What follows belongs to an exercise in optimizing a design on an open flow for small area; a production flow would make more cautious choices. The RTL was checked by simulation tests, not by an equivalence proof against the original design. Power and IR drop assume default switching activity. No driver is modelled on the clock port, so clocking that relies on it looks cheaper here than on a real chip.

// npc_bp
module npc_bp #(
  parameter int                  DATAWIDTH   = 32,
  parameter int                  BTB_ENTRIES = 32,
  parameter logic [DATAWIDTH-1:0] RESET_PC   = 32'h0000_0000,
  parameter int                  CNT_WIDTH   = 16
) (
  input  logic                 clk,
  input  logic                 rst_n,
  input  logic                 stall,
  output logic [DATAWIDTH-1:0] pc,
  output logic [DATAWIDTH-1:0] pred_npc,
  output logic                 pred_taken,
  input  logic                 ex_valid,
  input  logic [DATAWIDTH-1:0] ex_pc,
  input  logic [DATAWIDTH-1:0] ex_pred_npc,
  input  logic [2:0]           ex_ctrl_NPC,
  input  logic [1:0]           ex_flags,
  input  logic [DATAWIDTH-1:0] ex_imm,
  input  logic [DATAWIDTH-1:0] ex_result_ALU,
  output logic [DATAWIDTH-1:0] ex_pc_add4,
  output logic                 flush,
  output logic [CNT_WIDTH-1:0] mispredict_cnt
);
  logic [DATAWIDTH-1:0]   pc_q, pc_d;
  logic [CNT_WIDTH-1:0]   cnt_q, cnt_d, cnt_inc;
  logic [DATAWIDTH-1:0]   btb_target, act_npc, pc_add4, br_tgt;
  logic                   btb_taken, act_taken, is_cti;
  logic [2:0]             ctrl;
  npc_btb #(
    .DATAWIDTH  (DATAWIDTH),
    .BTB_ENTRIES(BTB_ENTRIES)
  ) u_btb (
    .clk      (clk),
    .rst_n    (rst_n),
    .lk_pc    (pc_q[DATAWIDTH-1:2]),
    .lk_taken (btb_taken),
    .lk_target(btb_target),
    .up_en    (ex_valid && is_cti),
    .up_pc    (ex_pc[DATAWIDTH-1:2]),
    .up_taken (act_taken),
    .up_target(act_npc)
  );
  npc_inc4 #(DATAWIDTH) u_inc_pc (.a(pc_q),  .y(pc_add4));
  npc_inc4 #(DATAWIDTH) u_inc_ex (.a(ex_pc), .y(ex_pc_add4));
  logic [DATAWIDTH-1:0] addend;
  assign addend = act_taken ? ex_imm : DATAWIDTH'(4);
  npc_add  #(DATAWIDTH) u_add_br (.a(ex_pc), .b(addend), .y(br_tgt));
  npc_inc1 #(CNT_WIDTH) u_inc_cnt (.a(cnt_q), .y(cnt_inc));
  assign pc             = pc_q;
  assign pred_taken     = btb_taken;
  assign pred_npc       = btb_taken ? btb_target : pc_add4;
  assign mispredict_cnt = cnt_q;
  assign ctrl           = ex_ctrl_NPC;
  always_comb begin
    is_cti    = 1'b0;
    act_taken = 1'b0;
    case (ctrl)
  ...
==> flow/config.mk <==
export PLATFORM = sky130hd
export DESIGN_NAME = npc_bp
export DESIGN_NICKNAME = npc_bp
export VERILOG_FILES = /design/flow/design.v
export SDC_FILE = /design/flow/constraint.sdc
export NUM_CORES = 4
export LEC_CHECK = 0
export CAP_MARGIN = 10
export CELL_PAD_IN_SITES_DETAIL_PLACEMENT = 1
export CELL_PAD_IN_SITES_GLOBAL_PLACEMENT = 1
export CORE_MARGIN = 2
export CORE_UTILIZATION = 40
export PLACE_DENSITY = 0.5
export SLEW_MARGIN = 10
export SYNTH_HIERARCHICAL = 1
==> flow/constraint.sdc <==
create_clock -name core_clock -period 9.0 [get_ports {clk}]
set_input_delay 1.8000 -clock core_clock [delete_from_list [all_inputs] [get_ports {clk}]]
set_output_delay 1.8000 -clock core_clock [all_outputs]
set_load 0.01 [all_outputs]
standard.sh (not shown) runs the stock make flow with config.mk's settings and CLKGATE_MAP_FILE= SYNTH_SCRIPT=/design/flow/synth_recipe.tcl, a recipe that flattens the netlist after the stock synthesis.
==> flow/flow/run.sh <==
#!/bin/bash
# Standard ORFS layout (the standard.sh) with two changes: clock-tree
# synthesis uses clkbuf_16 with larger sink clusters and no dummy loads, and
# the port buffers are plain buf_1 cells. Each tool's output is kept in a log
# file in the work folder.
set -euo pipefail
export CTS_ARGS="-sink_clustering_enable -repair_clock_nets -dont_use_dummy_load -buf_list sky130_fd_sc_hd__clkbuf_16 -sink_clustering_size 25 -sink_clustering_max_diameter 80"
export BUFFER_PORTS_ARGS="-buffer_cell sky130_fd_sc_hd__buf_1"
bash standard.sh > standard_make.log 2>&1 || { tail -50 standard_make.log; exit 1; }
Edit:
==> flow/flow/run.sh (replaced) <==
#!/bin/bash
# Standard ORFS layout (the standard.sh) with two changes: clock-tree
# synthesis uses clkbuf_16 with larger sink clusters and no dummy loads, and
# the port buffers are plain buf_1 cells. Each tool's output is kept in a log
# file in the work folder.
set -euo pipefail
export CTS_ARGS="-sink_clustering_enable -repair_clock_nets -dont_use_dummy_load -buf_list sky130_fd_sc_hd__clkbuf_16 -sink_clustering_size 30 -sink_clustering_max_diameter 100"
export BUFFER_PORTS_ARGS="-buffer_cell sky130_fd_sc_hd__buf_1"
bash standard.sh > standard_make.log 2>&1 || { tail -50 standard_make.log; exit 1; }
Settings changed: PLACE_DENSITY 0.5 to 0.7.
Outcome:
- total power fell by 6.1%
- sequential power is about the same
- clock power fell by about 20%
- worst setup slack gains 170 ps
- utilization fell by 0.88 points
- register-to-register slack loses 330 ps
Edit:
==> flow/flow/run.sh (replaced) <==
#!/bin/bash
# Standard ORFS layout (the standard.sh) with two changes: clock-tree
# synthesis uses clkbuf_16 with larger sink clusters and no dummy loads, and
# the port buffers are plain buf_2 cells. Each tool's output is kept in a log
# file in the work folder.
set -euo pipefail
export CTS_ARGS="-sink_clustering_enable -repair_clock_nets -dont_use_dummy_load -buf_list sky130_fd_sc_hd__clkbuf_16 -sink_clustering_size 30 -sink_clustering_max_diameter 100"
export BUFFER_PORTS_ARGS="-buffer_cell sky130_fd_sc_hd__buf_2"
bash standard.sh > standard_make.log 2>&1 || { tail -50 standard_make.log; exit 1; }
Settings changed: PLACE_DENSITY 0.7 to 0.5.
Effect:
- cell area goes up by 0.79%
- synthesized cell count stays the same
- total power goes up by 1.9%
- die area stays the same
- count of clock-buffer cells in the layout goes up by 3
- flip-flop and latch count is unchanged
- global-route usage goes up by 3.9 points
- fmax goes down by 1.5%
- non-clock buffer count goes up by 40
- wire length goes up by 11%
- clock power goes up by about 4%
Edit:
==> flow/flow/run.sh (replaced) <==
#!/bin/bash
# Standard ORFS layout (the standard.sh) with two changes: clock-tree
# synthesis uses clkbuf_16 with larger sink clusters and no dummy loads, and
# the port buffers are plain buf_1 cells; non-critical gates are downsized
# after global routing. Each tool's output is kept in a log
# file in the work folder.
set -euo pipefail
export CTS_ARGS="-sink_clustering_enable -repair_clock_nets -dont_use_dummy_load -buf_list sky130_fd_sc_hd__clkbuf_16 -sink_clustering_size 27 -sink_clustering_max_diameter 85"
export BUFFER_PORTS_ARGS="-buffer_cell sky130_fd_sc_hd__buf_1"
# After global routing, downsize gates on paths with positive slack.
export RECOVER_POWER=100
bash standard.sh > standard_make.log 2>&1 || { tail -50 standard_make.log; exit 1; }
Outcome: With this change the flow produced a layout that fails on max-capacitance violations, max-slew violations; sequential cell count does not change; sequential share of layout area drops by 0.44 points; design area went up by about 0.66%; global-route usage barely changes; routed wire length rose by about 0.4%; clock power rises by about 13%; clock skew decreases by 21 ps.

-- afterwards: timing with drivers on the ports --
Ports are ideal in the flow. The routed layouts listed here were re-timed in OpenROAD. Step 1, drivers: a clkbuf_16 drives clk and a buf_2 each remaining input, both assumed. Step 2 moves the port delays by t, midway between the first and last clock arrival at a register: inputs arrive t later, outputs are due t later. That takes back most of the time a late clock gives input paths. Slacks: ideal ports / drivers / drivers and shift; pairs: ideal ports / drivers.
| run | t (ns) | slack for setup (ns) | cell pins on the clock port's net |
|---|---|---|---|
| the first run | 0.884 | 0.163 / 0.138 / 0.138 | 1 |
| the second run | 0.809 | 0.331 / 0.299 / 0.305 | 1 |
| the third run | 0.833 | 0.198 / 0.177 / 0.178 | 1 |
| the fourth run | 0.852 | 0.140 / 0.115 / 0.115 | 1 |
The setup slack of the second run, which loses most, moves by -0.032 ns with the drivers and by -0.026 ns with both steps.
